What follows belongs to an exercise in optimizing a design on an open flow for small area and a short achievable clock period; a production flow would make more cautious choices.
Where RTL was checked, it was by simulation tests only, not by an equivalence proof against the original.
No functional check of the RTL was part of runs 2 and 3.

File: flow/config.mk
export PLATFORM = sky130hd
export DESIGN_NAME = mdu_param
export DESIGN_NICKNAME = mdu_param
export VERILOG_FILES = /design/flow/design.v
export SDC_FILE = /design/flow/constraint.sdc
export NUM_CORES = 4
export LEC_CHECK = 0
export CAP_MARGIN = 20
export CORE_MARGIN = 2
export CORE_UTILIZATION = 40
export SLEW_MARGIN = 20
File: flow/design.v
module mdu_param #(
    parameter int WIDTH       = 32,
    parameter int MULT_CYCLES = 5,
    parameter int DIV_CYCLES  = 10
) (
    input  logic             clk,
    input  logic             reset,
    input  logic             req,
    input  logic [WIDTH-1:0] in_a,
    input  logic [WIDTH-1:0] in_b,
    input  logic [3:0]       MDUOp,
    input  logic             start,
    output logic [WIDTH-1:0] data_hi,
    output logic [WIDTH-1:0] data_lo,
    output logic             busy
);
    localparam int UW = 36;    
    localparam int NU = 4;     
    localparam logic [3:0] OP_MULT  = 4'd1;
    localparam logic [3:0] OP_MULTU = 4'd2;
    localparam logic [3:0] OP_DIV   = 4'd3;
    localparam logic [3:0] OP_DIVU  = 4'd4;
    localparam logic [3:0] OP_MTHI  = 4'd7;
    localparam logic [3:0] OP_MTLO  = 4'd8;
    localparam logic [3:0] OP_MADD  = 4'd9;
    localparam logic [3:0] OP_MADDU = 4'd10;
    localparam logic [3:0] OP_MSUB  = 4'd11;
    localparam logic [3:0] OP_MSUBU = 4'd12;
    logic [31:0]   hi_q, lo_q;
    logic [3:0]    cnt_q;
    logic          busy_q;
    logic          div_q;      
    logic          sgn_q;      
    logic          msub_q;     
    logic          accum_q;    
    logic          nega_q;     
    logic          negq_q;     
    logic          negb_q;     
    logic [33:0]   a_q;        
    logic [31:0]   q_q;        
    logic          qm1_q;      
    logic [34:0]   acc_q;      
    assign data_hi = hi_q;
    assign data_lo = lo_q;
    assign busy    = busy_q;
    logic op_long, op_div, op_sgn, op_msub, op_accum;
    always_comb begin
        op_long  = 1'b0;
        op_div   = 1'b0;
        op_sgn   = 1'b0;
        op_msub  = 1'b0;
        op_accum = 1'b0;
        case (MDUOp)
            OP_MULT:  begin op_long = 1'b1; op_sgn = 1'b1; end
            OP_MULTU: begin op_long = 1'b1; end
            OP_DIV:   begin op_long = 1'b1; op_div = 1'b1; op_sgn = 1'b1; end
            OP_DIVU:  begin op_long = 1'b1; op_div = 1'b1; end
            OP_MADD:  begin op_long = 1'b1; op_sgn = 1'b1; op_accum = 1'b1; end
            OP_MADDU: begin op_long = 1'b1; op_accum = 1'b1; end
            OP_MSUB:  begin op_long = 1'b1; op_sgn = 1'b1; op_accum = 1'b1; op_msub = 1'b1; end
            OP_MSUBU: begin op_long = 1'b1; op_accum = 1'b1; op_msub = 1'b1; end
            default:  ;
        endcase
    end
    logic accept;
    assign accept = start & op_long & ~busy_q & ~req;
    logic d_first_q;    
    logic d_step_q;     
    logic d_last_q;     
    logic m_last_q;     
    logic negctl_q;     
    logic last;
    logic d_first, d_step, d_last, m_last;
    assign d_first = d_first_q;
    assign d_step  = d_step_q;
    assign d_last  = d_last_q;
    assign m_last  = m_last_q;
    assign last    = d_last_q | m_last_q;
    logic        negctl;
    logic [31:0] q_neg;
    logic [31:0] q_or;      
    assign negctl = negctl_q;
    always_comb begin
        q_or[0] = 1'b0;
        for (int i = 1; i < 32; i++) q_or[i] = q_or[i-1] | q_q[i-1];
    end
    assign q_neg = q_q ^ ({32{negctl}} & q_or);
    logic [UW-1:0] ux   [NU];
    logic [UW-1:0] uy   [NU];
    logic          ucin [NU];
    logic [UW-1:0] us   [NU];
    logic          uacc [NU];    
    logic [32:0]   urem [NU];    
    logic          b_one [NU], b_two [NU], b_neg [NU], b_hi [NU];
    always_comb begin
        for (int k = 0; k < NU; k++) begin
            logic b1, b0, bm;
            b1 = q_q[2*k+1];
            b0 = q_q[2*k];
            bm = (k == 0) ? qm1_q : q_q[2*k-1];
            if (k == 0 && m_last) begin
                b1 = sgn_q & qm1_q;
                b0 = sgn_q & qm1_q;
            end
            b_one[k] = b0 ^ bm;
            b_two[k] = (b1 & ~b0 & ~bm) | (~b1 & b0 & bm);
            b_neg[k] = b1 ^ msub_q;
            b_hi[k]  = 1'b0;
            if (m_last && k != 0) begin
                b_one[k] = 1'b0;
                b_two[k] = 1'b0;
                b_neg[k] = 1'b0;
                b_hi[k]  = (k == 1) & accum_q;
            end
            if (div_q) begin
                b_one[k] = ~d_last | ((k == 0) & (acc_q[34] ^ nega_q));
                b_two[k] = 1'b0;
                b_neg[k] = d_first ? ~negb_q : (d_last & (k == 0) & acc_q[34] & ~nega_q);
            end
        end
    end
    always_comb begin
        for (int k = 0; k < NU; k++) begin
            if (k == 0) begin
                if (d_step)
                    ux[k] = {{(UW-34){acc_q[32]}}, acc_q[32:0], q_q[31] ^ nega_q};
                else
                    ux[k] = {{(UW-35){acc_q[34]}}, acc_q};
            end else begin
                if (d_step)
                    ux[k] = {{(UW-34){urem[k-1][32]}}, urem[k-1], q_q[31-k] ^ nega_q};
                else
                    ux[k] = {{2{us[k-1][UW-1]}}, us[k-1][UW-1:2]};
            end
            if (d_step)
                ucin[k] = (k == 0) ? acc_q[34] : us[k-1][UW-1];
            else
                ucin[k] = b_neg[k] | ((k == 0) & d_last & nega_q);
            for (int i = 0; i < UW; i++) begin
                logic a1, a2;
                a1 = a_q[(i > 33) ? 33 : i];
                a2 = (i == 0) ? 1'b0 : a_q[(i - 1 > 33) ? 33 : i - 1];
                uy[k][i] = ((b_one[k] & a1) | (b_two[k] & a2)) ^ (d_step ? ucin[k] : b_neg[k]);
                if (i < 30) uy[k][i] = uy[k][i] | (b_hi[k] & hi_q[i+2]);
            end
            us[k]   = ux[k] + uy[k] + {{(UW-1){1'b0}}, ucin[k]};
            uacc[k] = us[k][UW-1] ^ ~nega_q;
            urem[k] = us[k][32:0];
        end
    end
    logic        commit;
    logic        bzero;
    assign bzero  = (a_q == 34'd0);
    assign commit = last & ~(div_q & bzero);
    always_ff @(posedge clk) begin
        if (reset) begin
            hi_q      <= 32'd0;
            lo_q      <= 32'd0;
            cnt_q     <= 4'd0;
            busy_q    <= 1'b0;
            d_first_q <= 1'b0;
            d_step_q  <= 1'b0;
            d_last_q  <= 1'b0;
            m_last_q  <= 1'b0;
        end else begin
            d_first_q <= accept & op_div;
            d_step_q  <= busy_q & div_q & (cnt_q >= 4'd3);
            d_last_q  <= busy_q & div_q & (cnt_q == 4'd2);
            m_last_q  <= busy_q & ~div_q & (cnt_q == 4'd2);
            if (busy_q) begin
                cnt_q  <= cnt_q - 4'd1;
                busy_q <= (cnt_q != 4'd1);
            end else if (accept) begin
                cnt_q  <= op_div ? 4'd10 : 4'd5;
                busy_q <= 1'b1;
            end
            if (commit) begin
                hi_q <= {us[1][29:0], us[0][1:0]};
                lo_q <= q_neg;
            end else if (~busy_q & ~req & (MDUOp == OP_MTHI)) begin
                hi_q <= in_a;
            end else if (~busy_q & ~req & (MDUOp == OP_MTLO)) begin
                lo_q <= in_a;
            end
        end
    end
    always_ff @(posedge clk) begin
        if (~busy_q) begin
            div_q    <= op_div;
            sgn_q    <= op_sgn;
            msub_q   <= op_msub;
            accum_q  <= op_accum;
            nega_q   <= op_div & op_sgn & in_a[31];
            negb_q   <= op_div & op_sgn & in_b[31];
            negq_q   <= op_div & op_sgn & (in_a[31] ^ in_b[31]);
            negctl_q <= op_div & op_sgn & in_a[31];
            a_q      <= {{2{op_sgn & in_b[31]}}, in_b};
            q_q      <= in_a;
            qm1_q    <= 1'b0;
            acc_q    <= op_accum ? {1'b0, hi_q[1:0], lo_q} : 35'd0;
        end else begin
            negctl_q <= negq_q;
            if (div_q) begin
                if (d_first) begin
                    a_q   <= us[0][33:0];
                    q_q   <= q_neg;
                    acc_q <= {35{nega_q}};
                end else begin
                    q_q   <= {q_q[27:0], uacc[0], uacc[1], uacc[2], uacc[3]};
                    acc_q <= {{2{urem[3][32]}}, urem[3]};
                end
            end else begin
                q_q   <= {us[3][1:0], us[2][1:0], us[1][1:0], us[0][1:0], q_q[31:8]};
                qm1_q <= q_q[7];
                acc_q <= {us[3][UW-1], us[3][UW-1:2]};
            end
        end
    end
endmodule
File: flow/constraint.sdc
create_clock -name core_clock -period 90.0 [get_ports {clk}]
set_input_delay 18.0000 -clock core_clock [delete_from_list [all_inputs] [get_ports {clk}]]
set_output_delay 18.0000 -clock core_clock [all_outputs]
set_load 0.01 [all_outputs]
File: flow/run.sh
#!/bin/bash
# synth_recipe.tcl (not shown) runs the flow's synth.tcl, then flattens the netlist and writes it again
# the make line also repeats each setting of config.mk as NAME=value (left out here)
make -C /OpenROAD-flow-scripts/flow DESIGN_CONFIG=/design/flow/config.mk WORK_HOME=/design/flow/orfs CLKGATE_MAP_FILE= SYNTH_SCRIPT=/design/flow/synth_recipe.tcl finish
==> qor.txt, run 1 <==
OUTCOME
---------------------------------------------------------------------------------
Run status                                               timing/DRC/antenna clean

TIMING
---------------------------------------------------------------------------------
Worst slew margin relative to its limit                                    27.04%
Min Tclk post-route                                                      19.84 ns
RSZ-0062 raised after global routing                                           no
Slew at the pin closest to its max-slew limit                            1.091 ns
Max Clock Freq                                                        0.05041 GHz
Count of pins over their slew limit                                             0
Period Utilization, post-route                                             22.04%
Final worst clock skew                                                 0.02242 ns
Post-Route Setup TNS                                                         0 ns
Setup Viol. Count Final                                                         0
Final hold violations                                                           0

SETUP PATH
---------------------------------------------------------------------------------
Top Family by Delay on Critical Path                                   flip-flops
Highest net fanout along the worst path                                        33
Category of the critical setup timing path                             reg -> out
Crit. Startpoint                                                           busy_q
Maximum single-stage delay on the critical path                           0.68 ns
Slowest stage cell on the critical path                              sky130_fd_sc_hd__dfxtp_4
Element type at the critical path start                                 flip-flop
Critical-path cell list                                              clkdlybuf4s50_1
Worst R2R Start                                                          d_step_q
Critical path arrival                                                     1.84 ns
Required time of the critical path                                       72.00 ns
Capturing element type of the critical path                            output pin
Count of buffer and inverter cells on the critical path                         1

FINISH
---------------------------------------------------------------------------------
Commonest cells after routing, fill and taps aside                   sky130_fd_sc_hd__nand2_1, sky130_fd_sc_hd__nor2_1, sky130_fd_sc_hd__a21oi_1
Post-layout nets                                                             2776
Fraction of final layout cells sized beyond drive strength 1               10.04%
Final core occ                                                             45.53%
Number of standard cells in the layout, taps in and fillers out              3243
Most common cell after layout, fill and taps aside                   sky130_fd_sc_hd__nand2_1
Area growth from synthesis to final layout                                 12.00%

CLOCK TREE
---------------------------------------------------------------------------------
Clk sink count                                                                183
Clock latency on the worst-skew pair                                      0.52 ns
Post-CTS setup repair buffer count                                              0
Clock tree from TritonCTS                                                     yes
Cts repair resizes                                                              0
Clock Tree Root                                                      sky130_fd_sc_hd__clkbuf_16
Clock buffer depth                                                              2
Total of hold buffers inserted after clock tree synthesis                       0
Clk slew on worst S/H paths                                               0.08 ns
H-Tree Level Count                                                              4
Total CTS buffers                                                              17

DIE
---------------------------------------------------------------------------------
Number of primary I/O pins                                                    137
Number of standard-cell rows in the floorplan                                  82
DIE AREA                                                              0.05302 mm2
Effective utilization at floorplan                                         40.65%
Placeable core region                                                 0.05038 mm2
Die boundary height                                                      230.3 um
Die X                                                                    230.3 um

YOSYS
---------------------------------------------------------------------------------
Adder and majority gate portion of the synthesized area                    9.336%
Combinational family with the most area after synthesis              compound AO/OA/AOI/OAI gates
Post-synthesis simple-gate area fraction                                   14.96%
Yosys warns                                                                    11
Post-synth design cell area                                           0.02048 mm2
Portion of synthesized cell area occupied by the leading cell type         13.78%
Synthesized netlist net count                                                2776
Top cells by area, synth                                             sky130_fd_sc_hd__dfxtp_1, sky130_fd_sc_hd__ha_1, sky130_fd_sc_hd__mux2_2
Post-synthesis share of cell area spent on xor and xnor gates              11.51%
Most frequently used flop master after synthesis                     sky130_fd_sc_hd__dfxtp_1
Proportion of synthesized area in mux cells                                10.75%
Share of flip-flops with an asynchronous set or reset                          0%
Post-synthesis cell type with the largest combined area              sky130_fd_sc_hd__dfxtp_1
Flop and latch count out of synthesis                                         183
Share of synthesized area occupied by flip-flops and latches               19.94%
Mean instance size in the synthesized netlist                           8.011 um2
Synthesized instance count                                                   2556
Area fraction in compound gates after synthesis                            28.89%
Number of enable-type register cells in the synthesized netlist                42
Unique masters post-synth                                                      78

DRT
---------------------------------------------------------------------------------
1st-pass router iterations                                                      6
Via Count                                                                   20740
Via count normalized by instance count                                      6.396
Remaining DRCs                                                                  0
Sum of routed wire length over all layers                                81360 um
Antenna Nets Post-Route                                                         0
First-iteration detailed-routing DRC count                                   2132
Wire length per cell                                                     25.09 um

GRT
---------------------------------------------------------------------------------
Global router's overall resource usage                                     30.21%
Number of global-route vias before repair                                   19610
Pin count of the biggest net entering global routing                           73
First-pass GRT wire length                                              121700 um
Initial antenna violation count                                                 3
Total grt overflow                                                              0

PLACE
---------------------------------------------------------------------------------
Port bufs                                                                     136
GPL Wtd Cong                                                               0.9892
Detailed Place HPWL                                                      61430 um
Cell total after placement                                                   3208

WORST HOLD PATH
---------------------------------------------------------------------------------
Class of the worst hold path                                           reg -> reg
Worst Hold Launch                                                          negq_q

FLOW RUN
---------------------------------------------------------------------------------
Number of maximum-capacitance constraint violations                             0

## registers in the layout, indices dropped and copies added (netlist names)
name / cells
acc_q: 35
a_q: 34
hi_q: 32
lo_q: 32
q_q: 32
cnt_q: 4
accum_q: 1
busy_q: 1
d_first_q: 1
d_last_q: 1
d_step_q: 1
div_q: 1
m_last_q: 1
msub_q: 1
nega_q: 1
negb_q: 1
negctl_q: 1
negq_q: 1
qm1_q: 1
sgn_q: 1
## synth_stat cells (22+ instances only)
| library cell | count |
|---|---|
| sky130_fd_sc_hd__nor2b_1 | 27 |
| sky130_fd_sc_hd__nand3_1 | 59 |
| sky130_fd_sc_hd__clkbuf_1 | 151 |
| sky130_fd_sc_hd__a22oi_1 | 137 |
| sky130_fd_sc_hd__mux2i_1 | 77 |
| sky130_fd_sc_hd__buf_1 | 35 |
| sky130_fd_sc_hd__mux2_2 | 127 |
| sky130_fd_sc_hd__ha_1 | 140 |
| sky130_fd_sc_hd__nor3_1 | 25 |
| sky130_fd_sc_hd__a21oi_1 | 153 |
| sky130_fd_sc_hd__a31oi_1 | 57 |
| sky130_fd_sc_hd__dfxtp_1 | 141 |
| sky130_fd_sc_hd__inv_1 | 46 |
| sky130_fd_sc_hd__a21o_1 | 77 |
| sky130_fd_sc_hd__nor2_1 | 183 |
| sky130_fd_sc_hd__o22ai_1 | 25 |
| sky130_fd_sc_hd__o21a_1 | 22 |
| sky130_fd_sc_hd__and2_1 | 44 |
| sky130_fd_sc_hd__xor2_1 | 150 |
| sky130_fd_sc_hd__a211oi_1 | 78 |
| sky130_fd_sc_hd__edfxtp_1 | 42 |
| sky130_fd_sc_hd__a221oi_1 | 34 |
| sky130_fd_sc_hd__o21ai_0 | 130 |
| sky130_fd_sc_hd__nand2_1 | 185 |
| sky130_fd_sc_hd__xnor2_1 | 119 |
## cell type report
class	instances	area (um2)
repair buffers	178	1675
diodes	2	5.005
well taps	672	840.8
multi-input cells	2128	15540
clock buffers	19	464.2
fillers	4983	27440
inverters	48	181.4
flip-flops and latches	183	4093
clock inverters	13	130.1
## per-layer routing
metal	share of wire (%)	track usage, %	up-vias
met3	8.8	5.184	160
met5	0.017	0	-
met2	42	45.35	974
met4	4.3	13.51	2
li1	-	-	9552
met1	45	42.14	10050
## logic make-up (layout without fill, tap and decap cells)
logic type | Yosys count | count (layout)
flip-flops | 183 | 183
XOR/XNOR | 269 | 269
buffers and inverters | 245 | 258
AND/OR/NAND/NOR | 640 | 640
AO/OA/AOI/OAI | 867 | 867
other | 0 | 2
multiplexers | 204 | 204
adder cells (fa/ha/maj) | 148 | 148
## final timing paths
path	endpoint	slack, ns	cells past startpoint
hold reg to reg	negctl_q	0.52	1
hold / removal	negctl_q	0.52	1
setup / recovery	busy	70.16	1
setup reg to reg	acc_q[28]	72.12	54
## through the flow
step | setup slack [ns] | hold WS, ns | instance area, um2
5_1_grt | 70.09 | 0.5403 | 22930
6_report | 70.16 | 0.5209 | 22930
2_1_floorplan | 70.19 | 0.4494 | 20480
3_3_place_gp | 69.95 | 0.4848 | 22320
4_1_cts | 70.11 | 0.5278 | 22920
3_5_place_dp | 69.87 | 0.5113 | 22320
==> inputs of run 2 (changes only) <==
--- a/flow/design.v
+++ b/flow/design.v
@@ -115,5 +115,11 @@
             if (div_q) begin
-                b_one[k] = ~d_last | ((k == 0) & (acc_q[34] ^ nega_q));
-                b_two[k] = 1'b0;
-                b_neg[k] = d_first ? ~negb_q : (d_last & (k == 0) & acc_q[34] & ~nega_q);
+                if (d_last) begin
+                    b_one[k] = 1'b0;
+                    b_two[k] = 1'b0;
+                    b_neg[k] = 1'b0;
+                end else begin
+                    b_one[k] = 1'b1;
+                    b_two[k] = 1'b0;
+                    b_neg[k] = ~negb_q ^ nega_q;
+                end
             end
@@ -134,6 +140,2 @@
             end
-            if (d_step)
-                ucin[k] = (k == 0) ? acc_q[34] : us[k-1][UW-1];
-            else
-                ucin[k] = b_neg[k] | ((k == 0) & d_last & nega_q);
             for (int i = 0; i < UW; i++) begin
@@ -142,8 +144,9 @@
                 a2 = (i == 0) ? 1'b0 : a_q[(i - 1 > 33) ? 33 : i - 1];
-                uy[k][i] = ((b_one[k] & a1) | (b_two[k] & a2)) ^ (d_step ? ucin[k] : b_neg[k]);
+                uy[k][i] = ((b_one[k] & a1) | (b_two[k] & a2)) ^ b_neg[k];
                 if (i < 30) uy[k][i] = uy[k][i] | (b_hi[k] & hi_q[i+2]);
             end
+            ucin[k] = b_neg[k] | ((k == 0) & d_last & nega_q);
             us[k]   = ux[k] + uy[k] + {{(UW-1){1'b0}}, ucin[k]};
             uacc[k] = us[k][UW-1] ^ ~nega_q;
-            urem[k] = us[k][32:0];
+            urem[k] = uacc[k] ? us[k][32:0] : ux[k][32:0];
         end
@@ -204,3 +207,2 @@
                 if (d_first) begin
-                    a_q   <= us[0][33:0];
                     q_q   <= q_neg;
==> qor.txt, run 2 <==
YOSYS
---------------------------------------------------------------------------------
Cell with the most instances after synthesis                         sky130_fd_sc_hd__nand2_1
Most frequently used flop master after synthesis                     sky130_fd_sc_hd__dfxtp_1
Flop and latch count out of synthesis                                         182
Post-synth design cell area                                           0.02193 mm2
Mean instance size in the synthesized netlist                           7.481 um2
Unique masters post-synth                                                     102
Top cells by instance count after synthesis                          sky130_fd_sc_hd__nand2_1, sky130_fd_sc_hd__o21ai_0, sky130_fd_sc_hd__nor2_1
Yosys warns                                                                    11
Top cells by area, synth                                             sky130_fd_sc_hd__dfxtp_1, sky130_fd_sc_hd__xnor2_1, sky130_fd_sc_hd__ha_1
Number of enable-type register cells in the synthesized netlist                41
Portion of synthesized cell area occupied by the leading cell type         12.87%
Synthesized netlist net count                                                3142
Post-synthesis cell type with the largest combined area              sky130_fd_sc_hd__dfxtp_1
Share of flip-flops with an asynchronous set or reset                          0%
Synthesized instance count                                                   2931
Share of synthesized area occupied by flip-flops and latches               18.49%

PLACE
---------------------------------------------------------------------------------
GPL Wtd Cong                                                                1.082
Detailed Place HPWL                                                      79880 um
Port bufs                                                                     136

FINISH
---------------------------------------------------------------------------------
Area of the multi-input gates                                         0.01683 mm2
Fill cell instance count of the final layout                                 5532
Post-layout nets                                                             3122
Register bank with the most flops                                           acc_q
Number of flip-flops under the largest register name                           35
Fraction of final layout cells sized beyond drive strength 1               7.661%
Combined flip-flop and latch cell area                               0.004059 mm2
Most common cell after layout, fill and taps aside                   sky130_fd_sc_hd__nand2_1
Commonest cells after routing, fill and taps aside                   sky130_fd_sc_hd__nand2_1, sky130_fd_sc_hd__o21ai_0, sky130_fd_sc_hd__nor2_1
Largest registers                                                    acc_q: 35 flops, a_q: 33 flops
Area growth from synthesis to final layout                                 11.12%

CLOCK TREE
---------------------------------------------------------------------------------
Clk sink count                                                                182
Clock Tree Root                                                      sky130_fd_sc_hd__clkbuf_16
Total CTS buffers                                                              17
H-Tree Level Count                                                              4
Clk slew on worst S/H paths                                               0.09 ns
Cts repair resizes                                                              0
Clock latency on the worst-skew pair                                      0.48 ns
Clock tree from TritonCTS                                                     yes
Post-CTS setup repair buffer count                                              0
Total of hold buffers inserted after clock tree synthesis                       0
Clock buffer depth                                                              2

DIE
---------------------------------------------------------------------------------
Effective utilization at floorplan                                         40.59%
Placeable core region                                                 0.05403 mm2
DIE AREA                                                              0.05671 mm2
Die X                                                                    238.1 um
Number of primary I/O pins                                                    137
Number of standard-cell rows in the floorplan                                  85
Die boundary height                                                      238.1 um

SETUP PATH
---------------------------------------------------------------------------------
Critical-path cell list                                              clkdlybuf4s50_1 -> nor2_1 -> xnor2_1 -> and3_1 -> buf_8 -> a21oi_1 -> o221ai_1
Slowest stage cell on the critical path                              sky130_fd_sc_hd__clkdlybuf4s50_1
Required time of the critical path                                       90.30 ns
FF-to-FF path depth                                                            78
Maximum single-stage delay on the critical path                           0.54 ns
Element type at the critical path start                                 input pin
Critical path arrival                                                    19.96 ns
Category of the critical setup timing path                              in -> reg
Highest net fanout along the worst path                                        15
Capturing element type of the critical path                             flip-flop

DRT
---------------------------------------------------------------------------------
Remaining DRCs                                                                  0
Antenna Nets Post-Route                                                         0
Via Count                                                                   23590
First-iteration detailed-routing DRC count                                   2996
Via count normalized by instance count                                      6.514
Sum of routed wire length over all layers                               102800 um
1st-pass router iterations                                                      6
Wire length per cell                                                     28.40 um

WORST HOLD PATH
---------------------------------------------------------------------------------
Number of cells traversed by the worst hold path                                1
Class of the worst hold path                                           reg -> reg

TIMING
---------------------------------------------------------------------------------
Slew at the pin closest to its max-slew limit                            1.203 ns
Final hold violations                                                           0
Setup Viol. Count Final                                                         0
Post-Route Setup TNS                                                         0 ns
Worst slew margin relative to its limit                                    18.92%
Min Tclk post-route                                                      19.66 ns
Min Hold Slack                                                          0.5304 ns
RSZ-0062 raised after global routing                                           no
Count of pins over their slew limit                                             0
Period Utilization, post-route                                             21.85%
Max Clock Freq                                                        0.05086 GHz
Final worst clock skew                                                 0.02394 ns

GRT
---------------------------------------------------------------------------------
Global router's overall resource usage                                     35.06%
Total grt overflow                                                              0
Number of global-route vias before repair                                   21770
Initial antenna violation count                                                 6
Pin count of the biggest net entering global routing                          154
First-pass GRT wire length                                              147400 um

OUTCOME
---------------------------------------------------------------------------------
Run status                                               timing/DRC/antenna clean

FLOW RUN
---------------------------------------------------------------------------------
Number of maximum-capacitance constraint violations                             0

[run 2: final timing paths]
path / start / to / slack (ns)
worst min register to register: negq_q / negctl_q / 0.53
worst min-delay path: negq_q / negctl_q / 0.53
worst max register to register: div_q / q_q[0] / 70.97
worst max-delay path: MDUOp[1] / acc_q[11] / 70.34
[run 2: area by class of cell]
cell class,instances,area share (%)
Multi-Input combinational cell,2454,69.06
Sequential cell,182,16.66
Timing Repair Buffer,183,7.097
Tap cell,696,3.574
Clock buffer,17,1.746
Inverter,73,1.125
Clock inverter,15,0.7343
Antenna cell,1,0.01027
[run 2: worst max-delay path, delay by kind of cell]
family | cells | cell delay (ns)
XOR/XNOR | 1 | 0.16
AND/OR/NAND/NOR | 2 | 0.48
buffers and inverters | 2 | 0.79
AO/OA/AOI/OAI | 2 | 0.52
[run 2: cells by family after synthesis]
kind of cell | synth area share, %
AOI/OAI and AO/OA | 28.76
and+or+nand+nor | 18.54
xor gates and xnor gates | 12.58
buffers and inverters | 5.330
DFF | 18.49
muxes | 8.160
adders and majority gates | 8.137
[run 2: through the flow]
step | setup slack, ns | std cells | util, % | area (um2)
final | 70.34 | 3621 | 45.10 | 24370
after global placement | 69.56 | 3586 | 43.93 | 23740
after detailed placement | 69.61 | 3587 | 43.95 | 23740
after global routing | 69.82 | 3620 | 45.10 | 24360
after CTS | 70.13 | 3619 | 45.07 | 24350
after floorplan | 70.43 | 2931 | - | 21930
[run 2: layer usage]
| metal | track usage (%) | routed length (um) |
|---|---|---|
| met4 | 17.05 | 5752 |
| met3 | 9.116 | 12120 |
| met5 | 0 | 13 |
| met1 | 46.95 | 42380 |
| met2 | 52.12 | 42560 |
==> inputs of run 3 (changes only) <==
--- a/flow/design.v
+++ b/flow/design.v
@@ -66,14 +66,12 @@
     assign accept = start & op_long & ~busy_q & ~req;
-    logic d_first_q;    
-    logic d_step_q;     
-    logic d_last_q;     
-    logic m_last_q;     
-    logic negctl_q;     
-    logic last;
-    logic d_first, d_step, d_last, m_last;
-    assign d_first = d_first_q;
-    assign d_step  = d_step_q;
-    assign d_last  = d_last_q;
-    assign m_last  = m_last_q;
-    assign last    = d_last_q | m_last_q;
+    logic last;         
+    logic d_first;      
+    logic d_step;       
+    logic d_last;       
+    logic m_last;       
+    assign last    = busy_q & (cnt_q == 4'd1);
+    assign d_first = busy_q & div_q & (cnt_q == 4'd10);
+    assign d_step  = busy_q & div_q & ~last & ~d_first;
+    assign d_last  = div_q & last;
+    assign m_last  = ~div_q & last;
     logic        negctl;
@@ -81,3 +79,3 @@
     logic [31:0] q_or;      
-    assign negctl = negctl_q;
+    assign negctl = d_first ? nega_q : negq_q;
     always_comb begin
@@ -130,3 +128,3 @@
             if (k == 0) begin
-                if (d_step)
+                if (div_q & ~last)
                     ux[k] = {{(UW-34){acc_q[32]}}, acc_q[32:0], q_q[31] ^ nega_q};
@@ -135,3 +133,3 @@
             end else begin
-                if (d_step)
+                if (div_q & ~last)
                     ux[k] = {{(UW-34){urem[k-1][32]}}, urem[k-1], q_q[31-k] ^ nega_q};
@@ -159,15 +157,7 @@
         if (reset) begin
-            hi_q      <= 32'd0;
-            lo_q      <= 32'd0;
-            cnt_q     <= 4'd0;
-            busy_q    <= 1'b0;
-            d_first_q <= 1'b0;
-            d_step_q  <= 1'b0;
-            d_last_q  <= 1'b0;
-            m_last_q  <= 1'b0;
+            hi_q   <= 32'd0;
+            lo_q   <= 32'd0;
+            cnt_q  <= 4'd0;
+            busy_q <= 1'b0;
         end else begin
-            d_first_q <= accept & op_div;
-            d_step_q  <= busy_q & div_q & (cnt_q >= 4'd3);
-            d_last_q  <= busy_q & div_q & (cnt_q == 4'd2);
-            m_last_q  <= busy_q & ~div_q & (cnt_q == 4'd2);
             if (busy_q) begin
@@ -190,17 +180,15 @@
     always_ff @(posedge clk) begin
-        if (~busy_q) begin
-            div_q    <= op_div;
-            sgn_q    <= op_sgn;
-            msub_q   <= op_msub;
-            accum_q  <= op_accum;
-            nega_q   <= op_div & op_sgn & in_a[31];
-            negb_q   <= op_div & op_sgn & in_b[31];
-            negq_q   <= op_div & op_sgn & (in_a[31] ^ in_b[31]);
-            negctl_q <= op_div & op_sgn & in_a[31];
-            a_q      <= {{2{op_sgn & in_b[31]}}, in_b};
-            q_q      <= in_a;
-            qm1_q    <= 1'b0;
-            acc_q    <= op_accum ? {1'b0, hi_q[1:0], lo_q} : 35'd0;
-        end else begin
-            negctl_q <= negq_q;
+        if (accept) begin
+            div_q   <= op_div;
+            sgn_q   <= op_sgn;
+            msub_q  <= op_msub;
+            accum_q <= op_accum;
+            nega_q  <= op_div & op_sgn & in_a[31];
+            negb_q  <= op_div & op_sgn & in_b[31];
+            negq_q  <= op_div & op_sgn & (in_a[31] ^ in_b[31]);
+            a_q     <= {{2{op_sgn & in_b[31]}}, in_b};
+            q_q     <= in_a;
+            qm1_q   <= 1'b0;
+            acc_q   <= op_accum ? {1'b0, hi_q[1:0], lo_q} : 35'd0;
+        end else if (busy_q) begin
             if (div_q) begin
==> qor.txt, run 3 <==
OUTCOME
---------------------------------------------------------------------------------
Run status                                               timing/DRC/antenna clean

DIE
---------------------------------------------------------------------------------
Die boundary height                                                      239.4 um
DIE AREA                                                              0.05733 mm2
Placeable core region                                                 0.05499 mm2
Number of primary I/O pins                                                    137
Die X                                                                    239.4 um
Effective utilization at floorplan                                         40.32%
Number of standard-cell rows in the floorplan                                  86

YOSYS
---------------------------------------------------------------------------------
Share of synthesized area occupied by flip-flops and latches               20.81%
Top cells by instance count after synthesis                          sky130_fd_sc_hd__nand2_1, sky130_fd_sc_hd__a21oi_1, sky130_fd_sc_hd__nor2_1
Cell with the most instances after synthesis                         sky130_fd_sc_hd__nand2_1
Post-synthesis share of cell area spent on xor and xnor gates              12.40%
Number of enable-type register cells in the synthesized netlist               107
Flop and latch count out of synthesis                                         177
Area fraction in compound gates after synthesis                            29.06%
Post-synth design cell area                                           0.02217 mm2
Combinational family with the most area after synthesis              compound AO/OA/AOI/OAI gates
Top cells by area, synth                                             sky130_fd_sc_hd__edfxtp_1, sky130_fd_sc_hd__xnor2_1, sky130_fd_sc_hd__nand2_1
Portion of synthesized cell area occupied by the leading cell type         14.49%
Synthesized netlist net count                                                3191
Post-synthesis simple-gate area fraction                                   20.48%
Share of flip-flops with an asynchronous set or reset                          0%
Unique masters post-synth                                                      93
Synthesized instance count                                                   2981
Most frequently used flop master after synthesis                     sky130_fd_sc_hd__edfxtp_1
Proportion of synthesized area in mux cells                                4.492%
Post-synthesis cell type with the largest combined area              sky130_fd_sc_hd__edfxtp_1
Yosys warns                                                                    11
Adder and majority gate portion of the synthesized area                    7.991%
Mean instance size in the synthesized netlist                           7.438 um2

TIMING
---------------------------------------------------------------------------------
Max Clock Freq                                                        0.04763 GHz
Slew at the pin closest to its max-slew limit                            1.035 ns
Final hold violations                                                           0
Worst slew margin relative to its limit                                    30.26%
Count of pins over their slew limit                                             0
Post-Route Setup TNS                                                         0 ns
RSZ-0062 raised after global routing                                           no
Setup Viol. Count Final                                                         0
Min Tclk post-route                                                      21.00 ns
Period Utilization, post-route                                             23.33%
Final worst clock skew                                                 0.01602 ns

PLACE
---------------------------------------------------------------------------------
Detailed Place HPWL                                                      79280 um
Port bufs                                                                     136
GPL Wtd Cong                                                                1.020
Placed inst area                                                      0.02412 mm2
Cell total after placement                                                   3690

SETUP PATH
---------------------------------------------------------------------------------
Critical path arrival                                                    21.21 ns
Element type at the critical path start                                 flip-flop
Most prevalent standard cell on the critical path                    sky130_fd_sc_hd__a21oi_1
Count of buffer and inverter cells on the critical path                         3
Highest net fanout along the worst path                                        36
Maximum single-stage delay on the critical path                           0.85 ns
Category of the critical setup timing path                             reg -> reg
Capturing element type of the critical path                             flip-flop
Top Family by Delay on Critical Path                                 compound AO/OA/AOI/OAI gates
Required time of the critical path                                       90.21 ns
Slowest stage cell on the critical path                              sky130_fd_sc_hd__nor4bb_4

DRT
---------------------------------------------------------------------------------
Antenna Nets Post-Route                                                         0
First-iteration detailed-routing DRC count                                   2969
Sum of routed wire length over all layers                               102900 um
Remaining DRCs                                                                  0
Via count normalized by instance count                                      6.363
Wire length per cell                                                     27.61 um
Via Count                                                                   23700
1st-pass router iterations                                                      6

FINISH
---------------------------------------------------------------------------------
Area growth from synthesis to final layout                                 11.71%
Commonest cells after routing, fill and taps aside                   sky130_fd_sc_hd__nand2_1, sky130_fd_sc_hd__a21oi_1, sky130_fd_sc_hd__nor2_1
Number of standard cells in the layout, taps in and fillers out              3725
Register bank with the most flops                                           acc_q
Post-route cell area                                                  0.02477 mm2
Final core occ                                                             45.05%
Largest registers                                                    acc_q: 35 flops, a_q: 33 flops
Number of flip-flops under the largest register name                           35
Most common cell after layout, fill and taps aside                   sky130_fd_sc_hd__nand2_1
Fraction of final layout cells sized beyond drive strength 1               5.345%
Post-layout nets                                                             3172

FLOW RUN
---------------------------------------------------------------------------------
Number of maximum-capacitance constraint violations                             0

CLOCK TREE
---------------------------------------------------------------------------------
Post-CTS setup repair buffer count                                              0
Clk sink count                                                                177
Clock latency on the worst-skew pair                                      0.49 ns
Clk slew on worst S/H paths                                               0.08 ns
Clock tree from TritonCTS                                                     yes
Total of hold buffers inserted after clock tree synthesis                       0
Clock Tree Root                                                      sky130_fd_sc_hd__clkbuf_16
Total CTS buffers                                                              17
H-Tree Level Count                                                              4
Clock buffer depth                                                              2
Cts repair resizes                                                              0

GRT
---------------------------------------------------------------------------------
First-pass GRT wire length                                              148500 um
Pin count of the biggest net entering global routing                          109
Initial antenna violation count                                                 6
Number of global-route vias before repair                                   22060
Global router's overall resource usage                                     35.32%
Total grt overflow                                                              0

WORST HOLD PATH
---------------------------------------------------------------------------------
Class of the worst hold path                                           reg -> reg

==> run 3: cell types whose count changed after synthesis, moves of 27 or more <==
| cell | delta |
|---|---|
| sky130_fd_sc_hd__o21ai_0 | -85 |
| sky130_fd_sc_hd__mux2_2 | -78 |
| sky130_fd_sc_hd__o221ai_1 | -29 |
| sky130_fd_sc_hd__nor2_1 | +31 |
| sky130_fd_sc_hd__nand2_1 | +124 |
| sky130_fd_sc_hd__a21oi_1 | +50 |
| sky130_fd_sc_hd__and3_1 | +27 |
| sky130_fd_sc_hd__edfxtp_1 | +66 |
| sky130_fd_sc_hd__dfxtp_1 | -71 |
==> run 3: layer usage <==
metal | share of wire, % | vias to the layer above | track usage [%] | routed length (um)
met5 | 0.023 | - | 0 | 24
met1 | 42 | 11440 | 47.18 | 42810
met4 | 7.1 | 4 | 21.70 | 7331
met3 | 8.8 | 221 | 5.728 | 9036
met2 | 42 | 1252 | 53.23 | 43650
li1 | - | 10790 | - | -
==> run 3: worst paths after layout <==
kind,startpoint,cells after the start,slack (ns),end
min,hi_q[19],2,0.50,hi_q[19]
max,busy_q,81,69.00,acc_q[33]
max reg2reg,busy_q,81,69.00,acc_q[33]
min reg2reg,hi_q[19],2,0.50,hi_q[19]
==> run 3: kinds of logic after synthesis <==
logic type	Yosys count
AOI/OAI and AO/OA	972
xor gates and xnor gates	313
adders and majority gates	138
buffers and inverters	275
DFF	177
muxes	96
and+or+nand+nor	1010
==> run 3: final cells by class <==
class / instances / area, um2
inverters: 55 / 206.4
clock buffers: 19 / 475.5
flip-flops and latches: 177 / 4614
multi-input cells: 2529 / 16670
clock inverters: 13 / 152.6
diodes: 2 / 5.005
repair buffers: 182 / 1705
well taps: 748 / 935.9
fillers: 5593 / 30220
==> run 3: worst reg2reg max path, delay by kind of cell (launching register included) <==
kind                       cells  cell delay, ns
AOI/OAI and AO/OA             47           10.62
xor gates and xnor gates       5            1.07
adders and majority gates      5            2.37
buffers and inverters          3            1.39
DFF                            1            0.68
muxes                          1            0.10
and+or+nand+nor               20            4.51
==> run 3: through the flow <==
step	hold slack (ns)	setup slack, ns
4_1_cts	0.5055	69.48
3_3_place_gp	0.4835	69.05
5_1_grt	0.5300	67.68
2_1_floorplan	0.5111	69.52
3_5_place_dp	0.4921	68.97
6_report	0.5035	69.00
==> inputs of run 4 (changes only) <==
--- a/flow/design.v
+++ b/flow/design.v
@@ -66,12 +66,14 @@
     assign accept = start & op_long & ~busy_q & ~req;
-    logic last;         
-    logic d_first;      
-    logic d_step;       
-    logic d_last;       
-    logic m_last;       
-    assign last    = busy_q & (cnt_q == 4'd1);
-    assign d_first = busy_q & div_q & (cnt_q == 4'd10);
-    assign d_step  = busy_q & div_q & ~last & ~d_first;
-    assign d_last  = div_q & last;
-    assign m_last  = ~div_q & last;
+    logic d_first_q;    
+    logic d_step_q;     
+    logic d_last_q;     
+    logic m_last_q;     
+    logic negctl_q;     
+    logic last;
+    logic d_first, d_step, d_last, m_last;
+    assign d_first = d_first_q;
+    assign d_step  = d_step_q;
+    assign d_last  = d_last_q;
+    assign m_last  = m_last_q;
+    assign last    = d_last_q | m_last_q;
     logic        negctl;
@@ -79,3 +81,3 @@
     logic [31:0] q_or;      
-    assign negctl = d_first ? nega_q : negq_q;
+    assign negctl = negctl_q;
     always_comb begin
@@ -113,11 +115,5 @@
             if (div_q) begin
-                if (d_last) begin
-                    b_one[k] = 1'b0;
-                    b_two[k] = 1'b0;
-                    b_neg[k] = 1'b0;
-                end else begin
-                    b_one[k] = 1'b1;
-                    b_two[k] = 1'b0;
-                    b_neg[k] = ~negb_q ^ nega_q;
-                end
+                b_one[k] = ~d_last | ((k == 0) & (acc_q[34] ^ nega_q));
+                b_two[k] = 1'b0;
+                b_neg[k] = d_first ? ~negb_q : (d_last & (k == 0) & acc_q[34] & ~nega_q);
             end
@@ -128,3 +124,3 @@
             if (k == 0) begin
-                if (div_q & ~last)
+                if (d_step)
                     ux[k] = {{(UW-34){acc_q[32]}}, acc_q[32:0], q_q[31] ^ nega_q};
@@ -133,3 +129,3 @@
             end else begin
-                if (div_q & ~last)
+                if (d_step)
                     ux[k] = {{(UW-34){urem[k-1][32]}}, urem[k-1], q_q[31-k] ^ nega_q};
@@ -138,2 +134,6 @@
             end
+            if (d_step)
+                ucin[k] = (k == 0) ? acc_q[34] : us[k-1][UW-1];
+            else
+                ucin[k] = b_neg[k] | ((k == 0) & d_last & nega_q);
             for (int i = 0; i < UW; i++) begin
@@ -142,9 +142,13 @@
                 a2 = (i == 0) ? 1'b0 : a_q[(i - 1 > 33) ? 33 : i - 1];
-                uy[k][i] = ((b_one[k] & a1) | (b_two[k] & a2)) ^ b_neg[k];
+                uy[k][i] = ((b_one[k] & a1) | (b_two[k] & a2)) ^ (d_step ? ucin[k] : b_neg[k]);
                 if (i < 30) uy[k][i] = uy[k][i] | (b_hi[k] & hi_q[i+2]);
             end
-            ucin[k] = b_neg[k] | ((k == 0) & d_last & nega_q);
-            us[k]   = ux[k] + uy[k] + {{(UW-1){1'b0}}, ucin[k]};
+            if (k == 0) begin
+                us[k] = ux[k] + uy[k] + {{(UW-1){1'b0}}, ucin[k]};
+            end else begin
+                us[k][UW-2:0] = ux[k][UW-2:0] + uy[k][UW-2:0] + {{(UW-2){1'b0}}, ucin[k]};
+                us[k][UW-1]   = us[k][UW-2];
+            end
             uacc[k] = us[k][UW-1] ^ ~nega_q;
-            urem[k] = uacc[k] ? us[k][32:0] : ux[k][32:0];
+            urem[k] = us[k][32:0];
         end
@@ -157,7 +161,15 @@
         if (reset) begin
-            hi_q   <= 32'd0;
-            lo_q   <= 32'd0;
-            cnt_q  <= 4'd0;
-            busy_q <= 1'b0;
+            hi_q      <= 32'd0;
+            lo_q      <= 32'd0;
+            cnt_q     <= 4'd0;
+            busy_q    <= 1'b0;
+            d_first_q <= 1'b0;
+            d_step_q  <= 1'b0;
+            d_last_q  <= 1'b0;
+            m_last_q  <= 1'b0;
         end else begin
+            d_first_q <= accept & op_div;
+            d_step_q  <= busy_q & div_q & (cnt_q >= 4'd3);
+            d_last_q  <= busy_q & div_q & (cnt_q == 4'd2);
+            m_last_q  <= busy_q & ~div_q & (cnt_q == 4'd2);
             if (busy_q) begin
@@ -180,17 +192,20 @@
     always_ff @(posedge clk) begin
-        if (accept) begin
-            div_q   <= op_div;
-            sgn_q   <= op_sgn;
-            msub_q  <= op_msub;
-            accum_q <= op_accum;
-            nega_q  <= op_div & op_sgn & in_a[31];
-            negb_q  <= op_div & op_sgn & in_b[31];
-            negq_q  <= op_div & op_sgn & (in_a[31] ^ in_b[31]);
-            a_q     <= {{2{op_sgn & in_b[31]}}, in_b};
-            q_q     <= in_a;
-            qm1_q   <= 1'b0;
-            acc_q   <= op_accum ? {1'b0, hi_q[1:0], lo_q} : 35'd0;
-        end else if (busy_q) begin
+        if (~busy_q) begin
+            div_q    <= ~MDUOp[3] & (MDUOp[2] | (MDUOp[1] & MDUOp[0]));
+            sgn_q    <= MDUOp[0];
+            msub_q   <= MDUOp[3] & (MDUOp[2] | (MDUOp[1] & MDUOp[0]));
+            accum_q  <= MDUOp[3];
+            nega_q   <= (MDUOp == OP_DIV) & in_a[31];
+            negb_q   <= (MDUOp == OP_DIV) & in_b[31];
+            negq_q   <= (MDUOp == OP_DIV) & (in_a[31] ^ in_b[31]);
+            negctl_q <= (MDUOp == OP_DIV) & in_a[31];
+            a_q      <= {{2{MDUOp[0] & in_b[31]}}, in_b};
+            q_q      <= in_a;
+            qm1_q    <= 1'b0;
+            acc_q    <= MDUOp[3] ? {1'b0, hi_q[1:0], lo_q} : 35'd0;
+        end else begin
+            negctl_q <= negq_q;
             if (div_q) begin
                 if (d_first) begin
+                    a_q   <= us[0][33:0];
                     q_q   <= q_neg;
==> flow/flow/run.sh (new file) <==
#!/bin/bash
set -euo pipefail
export BUFFER_PORTS_ARGS="-buffer_cell sky130_fd_sc_hd__buf_2"
export CTS_ARGS="-sink_clustering_enable -repair_clock_nets -buf_list sky130_fd_sc_hd__clkbuf_8 -dont_use_dummy_load"
bash standard.sh > standard.log 2>&1
==> flow/standard.sh (new file) <==
#!/bin/bash
# synth_recipe.tcl (not shown) runs the flow's synth.tcl, then flattens the netlist and writes it again
# the make line also repeats each setting of config.mk as NAME=value (left out here)
make -C /OpenROAD-flow-scripts/flow DESIGN_CONFIG=/design/flow/config.mk WORK_HOME=/design/flow/orfs CLKGATE_MAP_FILE= SYNTH_SCRIPT=/design/flow/synth_recipe.tcl "${@:-finish}"
removed: flow/run.sh
==> qor.txt, run 4 <==
OUTCOME
---------------------------------------------------------------------------------
Run status                                               timing/DRC/antenna clean

DIE
---------------------------------------------------------------------------------
Placeable core region                                                 0.04865 mm2
Number of standard-cell rows in the floorplan                                  81
Number of primary I/O pins                                                    137
Effective utilization at floorplan                                         40.30%
Die boundary height                                                      225.4 um
DIE AREA                                                              0.05080 mm2
Die X                                                                    225.4 um

TIMING
---------------------------------------------------------------------------------
Post-Route Setup TNS                                                         0 ns
Period Utilization, post-route                                             22.20%
Min Tclk post-route                                                      19.98 ns
Worst slew margin relative to its limit                                    24.43%
RSZ-0062 raised after global routing                                           no
Final hold violations                                                           0
Final worst clock skew                                                 0.03570 ns
Setup Viol. Count Final                                                         0
Max Clock Freq                                                        0.05005 GHz
Count of pins over their slew limit                                             0
Slew at the pin closest to its max-slew limit                            1.134 ns

SETUP PATH
---------------------------------------------------------------------------------
FF-to-FF path depth                                                            61
Category of the critical setup timing path                             reg -> reg
Worst R2R Start                                                          d_step_q
Maximum single-stage delay on the critical path                           0.70 ns
R2r setup slk                                                            70.02 ns
Worst r2r dst                                                           acc_q[33]
Slowest stage cell on the critical path                              sky130_fd_sc_hd__a21oi_4
Required time of the critical path                                       90.44 ns
Capturing element type of the critical path                             flip-flop
Highest net fanout along the worst path                                        37
Element type at the critical path start                                 flip-flop
Critical path arrival                                                    20.42 ns

YOSYS
---------------------------------------------------------------------------------
Post-synth design cell area                                           0.01961 mm2
Cell with the most instances after synthesis                         sky130_fd_sc_hd__nand2_1
Mean instance size in the synthesized netlist                           7.912 um2
Post-synthesis cell type with the largest combined area              sky130_fd_sc_hd__dfxtp_1
Top cells by area, synth                                             sky130_fd_sc_hd__dfxtp_1, sky130_fd_sc_hd__xnor2_1, sky130_fd_sc_hd__ha_1
Top cells by instance count after synthesis                          sky130_fd_sc_hd__nand2_1, sky130_fd_sc_hd__xnor2_1, sky130_fd_sc_hd__nor2_1
Flop and latch count out of synthesis                                         183
Number of enable-type register cells in the synthesized netlist                42
Portion of synthesized cell area occupied by the leading cell type         14.40%
Synthesized instance count                                                   2478
Yosys warns                                                                    11
Synthesized netlist net count                                                2695
Share of flip-flops with an asynchronous set or reset                          0%
Most frequently used flop master after synthesis                     sky130_fd_sc_hd__dfxtp_1
Unique masters post-synth                                                      70
Share of synthesized area occupied by flip-flops and latches               20.83%

FINISH
---------------------------------------------------------------------------------
Combined flip-flop and latch cell area                               0.004091 mm2
Fraction of final layout cells sized beyond drive strength 1               14.28%
Most common cell after layout, fill and taps aside                   sky130_fd_sc_hd__nand2_1
Post-layout nets                                                             2712
Area of the multi-input gates                                         0.01481 mm2
Area growth from synthesis to final layout                                 7.307%
Commonest cells after routing, fill and taps aside                   sky130_fd_sc_hd__nand2_1, sky130_fd_sc_hd__xnor2_1, sky130_fd_sc_hd__nor2_1
Number of flip-flops under the largest register name                           35
Post-route cell area                                                  0.02104 mm2
Fill cell instance count of the final layout                                 4950
Register bank with the most flops                                           acc_q
Largest registers                                                    acc_q: 35 flops, a_q: 34 flops

GRT
---------------------------------------------------------------------------------
Initial antenna violation count                                                 2
Total grt overflow                                                              0
Number of global-route vias before repair                                   18270
First-pass GRT wire length                                              113100 um
Pin count of the biggest net entering global routing                           61
Global router's overall resource usage                                     29.49%

DRT
---------------------------------------------------------------------------------
1st-pass router iterations                                                      6
First-iteration detailed-routing DRC count                                   1860
Sum of routed wire length over all layers                                75780 um
Wire length per cell                                                     24.31 um
Antenna Nets Post-Route                                                         0
Via Count                                                                   19440
Remaining DRCs                                                                  0
Via count normalized by instance count                                      6.238

CLOCK TREE
---------------------------------------------------------------------------------
Clk slew on worst S/H paths                                               0.10 ns
Clk sink count                                                                183
Post-CTS setup repair buffer count                                              0
Clock latency on the worst-skew pair                                      0.59 ns
Clock Tree Root                                                      sky130_fd_sc_hd__clkbuf_8
Clock buffer depth                                                              2
H-Tree Level Count                                                              4
Clock tree from TritonCTS                                                     yes
Total CTS buffers                                                              17
Cts repair resizes                                                              0
Total of hold buffers inserted after clock tree synthesis                       0

WORST HOLD PATH
---------------------------------------------------------------------------------
Endpoint, Worst Hold                                                     negctl_q
Number of cells traversed by the worst hold path                                1
Worst Hold Launch                                                          negq_q
Class of the worst hold path                                           reg -> reg

PLACE
---------------------------------------------------------------------------------
Port bufs                                                                     136
GPL Wtd Cong                                                               0.9358
Detailed Place HPWL                                                      58030 um
Placed inst area                                                      0.02076 mm2

FLOW RUN
---------------------------------------------------------------------------------
Number of maximum-capacitance constraint violations                             0

-- run 4: layout make-up --
class | instances | share of cell area, %
antenna | 2 | 0.02379
clock buffer | 17 | 1.112
inverter | 43 | 0.7672
multi-input combinational | 2078 | 70.37
sequential | 183 | 19.45
tap | 622 | 3.699
timing repair buffer | 172 | 4.579
-- run 4: how the worst max path moves through the flow --
stage                         from        end  cells after the start
after CTS                 MDUOp[3]   lo_q[23]                      8
after global routing      d_step_q  acc_q[32]                     61
after detailed placement  MDUOp[3]   lo_q[23]                      8
after floorplan           MDUOp[2]   lo_q[22]                      6
final                     d_step_q  acc_q[33]                     61
after global placement    MDUOp[3]   lo_q[29]                      8
-- run 4: metal layers --
| metal | vias up | GRT usage [%] | part of all wire [%] |
|---|---|---|---|
| met5 | - | 0 | 0 |
| met4 | 0 | 11.98 | 3.7 |
| met3 | 126 | 5.502 | 8.8 |
| met2 | 942 | 44.50 | 43 |
| met1 | 9339 | 41.19 | 45 |
| li1 | 9037 | - | - |
-- run 4: logic make-up after synthesis --
group           Yosys count  share of synthesized area [%]
compound gates          786                          26.45
simple gates            658                          15.12
xor+xnor                320                          14.44
buf+inv                 217                          4.199
flops                   183                          20.83
mux                     169                          9.407
fa+ha+maj               145                          9.560
-- run 4: through the flow --
| stage | utilization [%] | cells | worst slack, ns | hold slack, ns |
|---|---|---|---|---|
| floorplan | - | 2478 | 70.20 | 0.4494 |
| global placement | 42.69 | 3095 | 69.76 | 0.4560 |
| detailed placement | 42.69 | 3095 | 69.62 | 0.4823 |
| CTS | 43.17 | 3112 | 70.30 | 0.5058 |
| global route | 43.24 | 3116 | 69.44 | 0.5238 |
| finish | 43.25 | 3117 | 70.02 | 0.4960 |
-- run 4: critical path: cells and delay by family (launching register included) --
kind                     cells  cell delay, ns
AO/OA/AOI/OAI               31           10.13
buffers and inverters        6            1.93
adder cells (fa/ha/maj)      7            2.96
XOR/XNOR                    10            2.41
flip-flops                   1            0.49
AND/OR/NAND/NOR              7            1.80
==> inputs of run 5 (changes only) <==
==> flow/flow/run.sh (replaced) <==
#!/bin/bash
set -euo pipefail
export BUFFER_PORTS_ARGS="-buffer_cell sky130_fd_sc_hd__buf_1"
export CTS_ARGS="-sink_clustering_enable -repair_clock_nets -buf_list sky130_fd_sc_hd__clkbuf_8 -dont_use_dummy_load"
bash standard.sh > standard.log 2>&1
--- a/flow/config.mk
+++ b/flow/config.mk
@@ -7,2 +7,3 @@
 export LEC_CHECK = 0
+export ABC_AREA = 1
 export CAP_MARGIN = 20
==> qor.txt, run 5 <==
YOSYS
---------------------------------------------------------------------------------
Share of synthesized area occupied by flip-flops and latches               20.60%
Cell with the most instances after synthesis                         sky130_fd_sc_hd__nand2_1
Unique masters post-synth                                                      68
Top cells by instance count after synthesis                          sky130_fd_sc_hd__nand2_1, sky130_fd_sc_hd__inv_1, sky130_fd_sc_hd__o21ai_0
Synthesized netlist net count                                                3252
Synthesized instance count                                                   3035
Most frequently used flop master after synthesis                     sky130_fd_sc_hd__dfxtp_1
Number of enable-type register cells in the synthesized netlist                42
Top cells by area, synth                                             sky130_fd_sc_hd__nand2_1, sky130_fd_sc_hd__dfxtp_1, sky130_fd_sc_hd__ha_1
Mean instance size in the synthesized netlist                           6.531 um2
Post-synthesis cell type with the largest combined area              sky130_fd_sc_hd__nand2_1
Flop and latch count out of synthesis                                         183
Share of flip-flops with an asynchronous set or reset                          0%
Portion of synthesized cell area occupied by the leading cell type         14.54%
Post-synth design cell area                                           0.01982 mm2
Yosys warns                                                                    11

CLOCK TREE
---------------------------------------------------------------------------------
Total CTS buffers                                                              17
Cts repair resizes                                                              0
H-Tree Level Count                                                              4
Clk sink count                                                                183
Clock Tree Root                                                      sky130_fd_sc_hd__clkbuf_8
Clock latency on the worst-skew pair                                      0.60 ns
Total of hold buffers inserted after clock tree synthesis                       0
Clk slew on worst S/H paths                                               0.11 ns
Post-CTS setup repair buffer count                                              0
Clock tree from TritonCTS                                                     yes
Clock buffer depth                                                              2

TIMING
---------------------------------------------------------------------------------
Final hold violations                                                           0
Period Utilization, post-route                                             21.75%
Slew at the pin closest to its max-slew limit                            1.030 ns
Max Clock Freq                                                        0.05108 GHz
Worst slew margin relative to its limit                                    31.29%
Setup Viol. Count Final                                                         0
Count of pins over their slew limit                                             0
Final worst clock skew                                                 0.02943 ns
Post-Route Setup TNS                                                         0 ns
Min Tclk post-route                                                      19.58 ns
RSZ-0062 raised after global routing                                           no

FINISH
---------------------------------------------------------------------------------
Fill cell instance count of the final layout                                 5310
Fraction of final layout cells sized beyond drive strength 1               4.146%
Area growth from synthesis to final layout                                 6.710%
Largest registers                                                    acc_q: 35 flops, a_q: 34 flops
Register bank with the most flops                                           acc_q
Commonest cells after routing, fill and taps aside                   sky130_fd_sc_hd__nand2_1, sky130_fd_sc_hd__inv_1, sky130_fd_sc_hd__o21ai_0
Number of flip-flops under the largest register name                           35
Most common cell after layout, fill and taps aside                   sky130_fd_sc_hd__nand2_1
Post-layout nets                                                             3306
Area of the multi-input gates                                         0.01404 mm2
Combined flip-flop and latch cell area                               0.004089 mm2

SETUP PATH
---------------------------------------------------------------------------------
Required time of the critical path                                       90.46 ns
Slowest stage cell on the critical path                              sky130_fd_sc_hd__inv_1
Category of the critical setup timing path                              in -> reg
Capturing element type of the critical path                             flip-flop
Critical path arrival                                                    20.04 ns
Count of buffer and inverter cells on the critical path                         4
Critical-path cell list                                              buf_1 -> nand2_1 -> nor4_2 -> buf_4 -> nor2_2 -> buf_4 -> inv_1 -> nor2_1 -> a221oi_1 -> nor2_1
Maximum single-stage delay on the critical path                           0.42 ns
Element type at the critical path start                                 input pin
Top Family by Delay on Critical Path                                 buffers and inverters
Highest net fanout along the worst path                                        20

PLACE
---------------------------------------------------------------------------------
Detailed Place HPWL                                                      69220 um
Port bufs                                                                     136
GPL Wtd Cong                                                               0.9824

GRT
---------------------------------------------------------------------------------
Number of global-route vias before repair                                   20810
First-pass GRT wire length                                              129600 um
Total grt overflow                                                              0
Initial antenna violation count                                                 1
Global router's overall resource usage                                     33.99%
Pin count of the biggest net entering global routing                           65

DIE
---------------------------------------------------------------------------------
Effective utilization at floorplan                                         40.50%
Die X                                                                    226.6 um
DIE AREA                                                              0.05135 mm2
Die boundary height                                                      226.6 um
Number of standard-cell rows in the floorplan                                  81
Placeable core region                                                 0.04895 mm2
Number of primary I/O pins                                                    137

DRT
---------------------------------------------------------------------------------
Via count normalized by instance count                                      5.955
Antenna Nets Post-Route                                                         0
First-iteration detailed-routing DRC count                                   2460
Via Count                                                                   22340
1st-pass router iterations                                                      6
Wire length per cell                                                     23.39 um
Remaining DRCs                                                                  0
Sum of routed wire length over all layers                                87770 um

OUTCOME
---------------------------------------------------------------------------------
Run status                                               timing/DRC/antenna clean

WORST HOLD PATH
---------------------------------------------------------------------------------
Class of the worst hold path                                           reg -> reg

FLOW RUN
---------------------------------------------------------------------------------
Number of maximum-capacitance constraint violations                             0

==> run 5: cell count changes in the layout (fill, tap and decap cells not counted), moves of 61 or more <==
cell,delta
sky130_fd_sc_hd__nand2_1,+470
sky130_fd_sc_hd__inv_1,+241
sky130_fd_sc_hd__a22oi_1,-135
sky130_fd_sc_hd__buf_2,-136
sky130_fd_sc_hd__o22ai_1,+134
sky130_fd_sc_hd__a211oi_1,-61
sky130_fd_sc_hd__nand3_1,+93
sky130_fd_sc_hd__buf_1,+135
sky130_fd_sc_hd__mux2_2,-122
sky130_fd_sc_hd__o21ai_0,+97
==> run 5: worst paths after layout <==
path	from	endpoint	slack [ns]	cells past startpoint
max reg2reg	div_q	acc_q[27]	74.06	70
min reg2reg	negq_q	negctl_q	0.49	2
max	MDUOp[0]	hi_q[19]	70.42	10
min	negq_q	negctl_q	0.49	2
==> run 5: through the flow <==
step                      hold slack (ns)  util (%)  area, um2  cells  setup slack, ns
final                              0.4892     43.21      21150   3752            70.42
after global routing               0.5234     43.21      21150   3751            70.29
after CTS                          0.4879     43.21      21150   3751            70.51
after detailed placement           0.4599     42.73      20920   3734            69.86
after global placement             0.4486     42.73      20920   3734            69.97
after floorplan                    0.4192         -      19820   3035            70.21
==> run 5: metal layers <==
layer  GRT usage, %  vias up  wire length (um)
met4          16.13        0              4082
met5              0        -                 0
met3          7.607      177              7764
met1          45.26    10700             38210
li1               -    10410                 -
met2          51.95     1058             37720
==> run 5: final cells by class <==
type	instances	area share, %
antenna	1	0.01183
clock buffer	17	1.106
inverter	321	5.708
multi-input combinational	2399	66.40
sequential	183	19.33
tap	664	3.928
timing repair buffer	167	3.519
==> run 5: logic make-up after synthesis <==
group,after synthesis,synth area share (%)
xor+xnor,284,12.59
compound gates,821,24.25
flops,183,20.60
fa+ha+maj,145,9.455
mux,3,0.1515
buf+inv,453,8.868
simple gates,1146,24.09
==> run 5: worst reg2reg max path, delay by kind of cell (launching register included) <==
kind                     cells  cell delay (ns)
AO/OA/AOI/OAI               25             5.80
AND/OR/NAND/NOR             27             4.11
buffers and inverters       11             2.53
adder cells (fa/ha/maj)      5             2.02
XOR/XNOR                     2             0.73
flip-flops                   1             0.68
==> inputs of run 6 (changes only) <==
==> flow/run.sh (new file) <==
#!/bin/bash
# synth_recipe.tcl (not shown) runs the flow's synth.tcl, then flattens the netlist and writes it again
# the make line also repeats each setting of config.mk as NAME=value (left out here)
make -C /OpenROAD-flow-scripts/flow DESIGN_CONFIG=/design/flow/config.mk WORK_HOME=/design/flow/orfs CLKGATE_MAP_FILE= SYNTH_SCRIPT=/design/flow/synth_recipe.tcl finish
--- a/flow/config.mk
+++ b/flow/config.mk
@@ -7,3 +7,2 @@
 export LEC_CHECK = 0
-export ABC_AREA = 1
 export CAP_MARGIN = 20
removed: flow/flow/run.sh
removed: flow/standard.sh
==> qor.txt, run 6 <==
DRT
---------------------------------------------------------------------------
Routed length on met2                                              33250 um
Routed met1 length                                                 34230 um
First-iteration detailed-routing DRC count                             2060
Sum of routed wire length over all layers                          76340 um
Via count normalized by instance count                                6.238
1st-pass router iterations                                                6
Wire length per cell                                               24.41 um
Top routing layer in use                                               met4
Met3 wire len                                                       5943 um

FINISH
---------------------------------------------------------------------------
Most common cell after layout, fill and taps aside             sky130_fd_sc_hd__nand2_1
Area growth from synthesis to final layout                           12.31%
Post-layout nets                                                       2711
Post-route cell area                                            0.02202 mm2
Fill cell instance count of the final layout                           4896
Register bank with the most flops                                     acc_q
Fraction of final layout cells sized beyond drive strength 1         9.298%

YOSYS
---------------------------------------------------------------------------
Post-synthesis cell type with the largest combined area        sky130_fd_sc_hd__dfxtp_1
Share of flip-flops with an asynchronous set or reset                    0%
Yosys warns                                                              11
Share of synthesized area occupied by flip-flops and latches         20.83%
Cell with the most instances after synthesis                   sky130_fd_sc_hd__nand2_1
Synthesized instance count                                             2478
Post-synth design cell area                                     0.01961 mm2
Synthesized netlist net count                                          2695

PLACE
---------------------------------------------------------------------------
Worst slack at placement                                           69.27 ns
GPL Wtd Cong                                                         0.9677

SETUP PATH
---------------------------------------------------------------------------
Maximum single-stage delay on the critical path                     0.61 ns
Most prevalent standard cell on the critical path              sky130_fd_sc_hd__buf_4
Count of buffer and inverter cells on the critical path                   3
Capturing element type of the critical path                       flip-flop
Critical path arrival                                              20.59 ns
Critical-path cell list                                        clkdlybuf4s50_1 -> nor2b_4 -> buf_4 -> nand2_1 -> buf_4 -> mux2_2 -> o21ai_0 -> a21oi_1

OUTCOME
---------------------------------------------------------------------------
Run status                                         timing/DRC/antenna clean

CLOCK TREE
---------------------------------------------------------------------------
Clock tree from TritonCTS                                               yes
Clock latency on the worst-skew pair                                0.51 ns
Cts repair resizes                                                        0
Clk sink count                                                          183
Total CTS buffers                                                        17
Clock Tree Root                                                sky130_fd_sc_hd__clkbuf_16

TIMING
---------------------------------------------------------------------------
Count of pins over their slew limit                                       0
Min Tclk post-route                                                20.22 ns
Worst slew margin relative to its limit                              29.71%
Post-Route Setup TNS                                                   0 ns
Final hold violations                                                     0

DIE
---------------------------------------------------------------------------
Die boundary height                                                225.4 um

GRT
---------------------------------------------------------------------------
First-pass GRT wire length                                        115800 um
Global router's overall resource usage                               30.12%
Number of global-route vias before repair                             18710

==> run 6: cell types whose count changed after synthesis, sizes merged, moves of 37 or more <==
cell	change
nand3	-98
o21ai	-123
nand2	-478
o22ai	-134
xnor2	+43
inv	-244
a211oi	+61
a21o	+53
mux2i	+44
a21oi	-59
mux2	+122
a22oi	+135
and3	+37
==> run 6: worst paths after layout <==
check	start	to	slack, ns	cells after the start
hold reg to reg	negq_q	negctl_q	0.48	1
setup reg to reg	d_step_q	acc_q[32]	70.41	63
hold / removal	negq_q	negctl_q	0.48	1
setup / recovery	MDUOp[3]	lo_q[29]	69.78	8
==> run 6: stage by stage <==
stage               util, %  hold slack, ns
floorplan                 -          0.4494
global placement      44.10          0.4623
detailed placement    44.10          0.4649
CTS                   45.25          0.4761
global route          45.26          0.5080
finish                45.26          0.4751
==> run 6: per-layer routing <==
layer,GRT usage (%),up-vias
met5,0,-
met2,46.32,812
li1,-,9068
met4,12.48,0
met3,5.802,138
met1,41.15,9493
==> run 6: cells by family after synthesis <==
kind of cell / share of synthesized area (%)
compound gates: 26.45
xor+xnor: 14.44
fa+ha+maj: 9.560
buf+inv: 4.199
flops: 20.83
mux: 9.407
simple gates: 15.12
==> run 6: layout make-up <==
type / count / area [um2] / area share [%]
multi-input combinational: 2078 / 14810 / 67.25
sequential: 183 / 4091 / 18.58
timing repair buffer: 171 / 1619 / 7.353
tap: 622 / 778.2 / 3.534
clock buffer: 19 / 442.9 / 2.011
inverter: 43 / 161.4 / 0.7330
clock inverter: 12 / 117.6 / 0.5341

## afterwards: timing with drivers on the ports
No port has a modelled driver above. Below, the same layouts with a new extraction and two added sets of constraints.
Step 1 assumes that a clkbuf_16 drives the clock port and a buf_2 every other input.
Step 2, shift: input delay + t, output delay - t, t = (earliest + latest rising clock arrival at the registers) / 2. This alone moves slack from input paths to output paths.
Slacks: ideal / step 1 / step 2; pairs: ideal / step 1.
run	shift t [ns]	setup WS [ns]	worst setup path after step 2	slew at the worst register clock pin (ns)
run 1	0.572	70.161 / 70.098 / 69.848	input to register	0.09 / 0.09
run 2	0.526	70.337 / 70.292 / 69.845	input to register	0.09 / 0.09
run 3	0.537	69.004 / 69.004 / 68.944	input to register	0.08 / 0.08
run 4	0.629	70.020 / 70.020 / 69.612	input to register	0.11 / 0.11
run 5	0.637	70.422 / 70.450 / 69.813	input to register	0.11 / 0.11
run 6	0.562	69.780 / 69.805 / 69.243	input to register	0.08 / 0.08
After both steps every run listed still meets setup and hold. For run 5, which loses most, drivers alone change the setup slack by +0.028 ns; drivers and shift together by -0.609 ns.
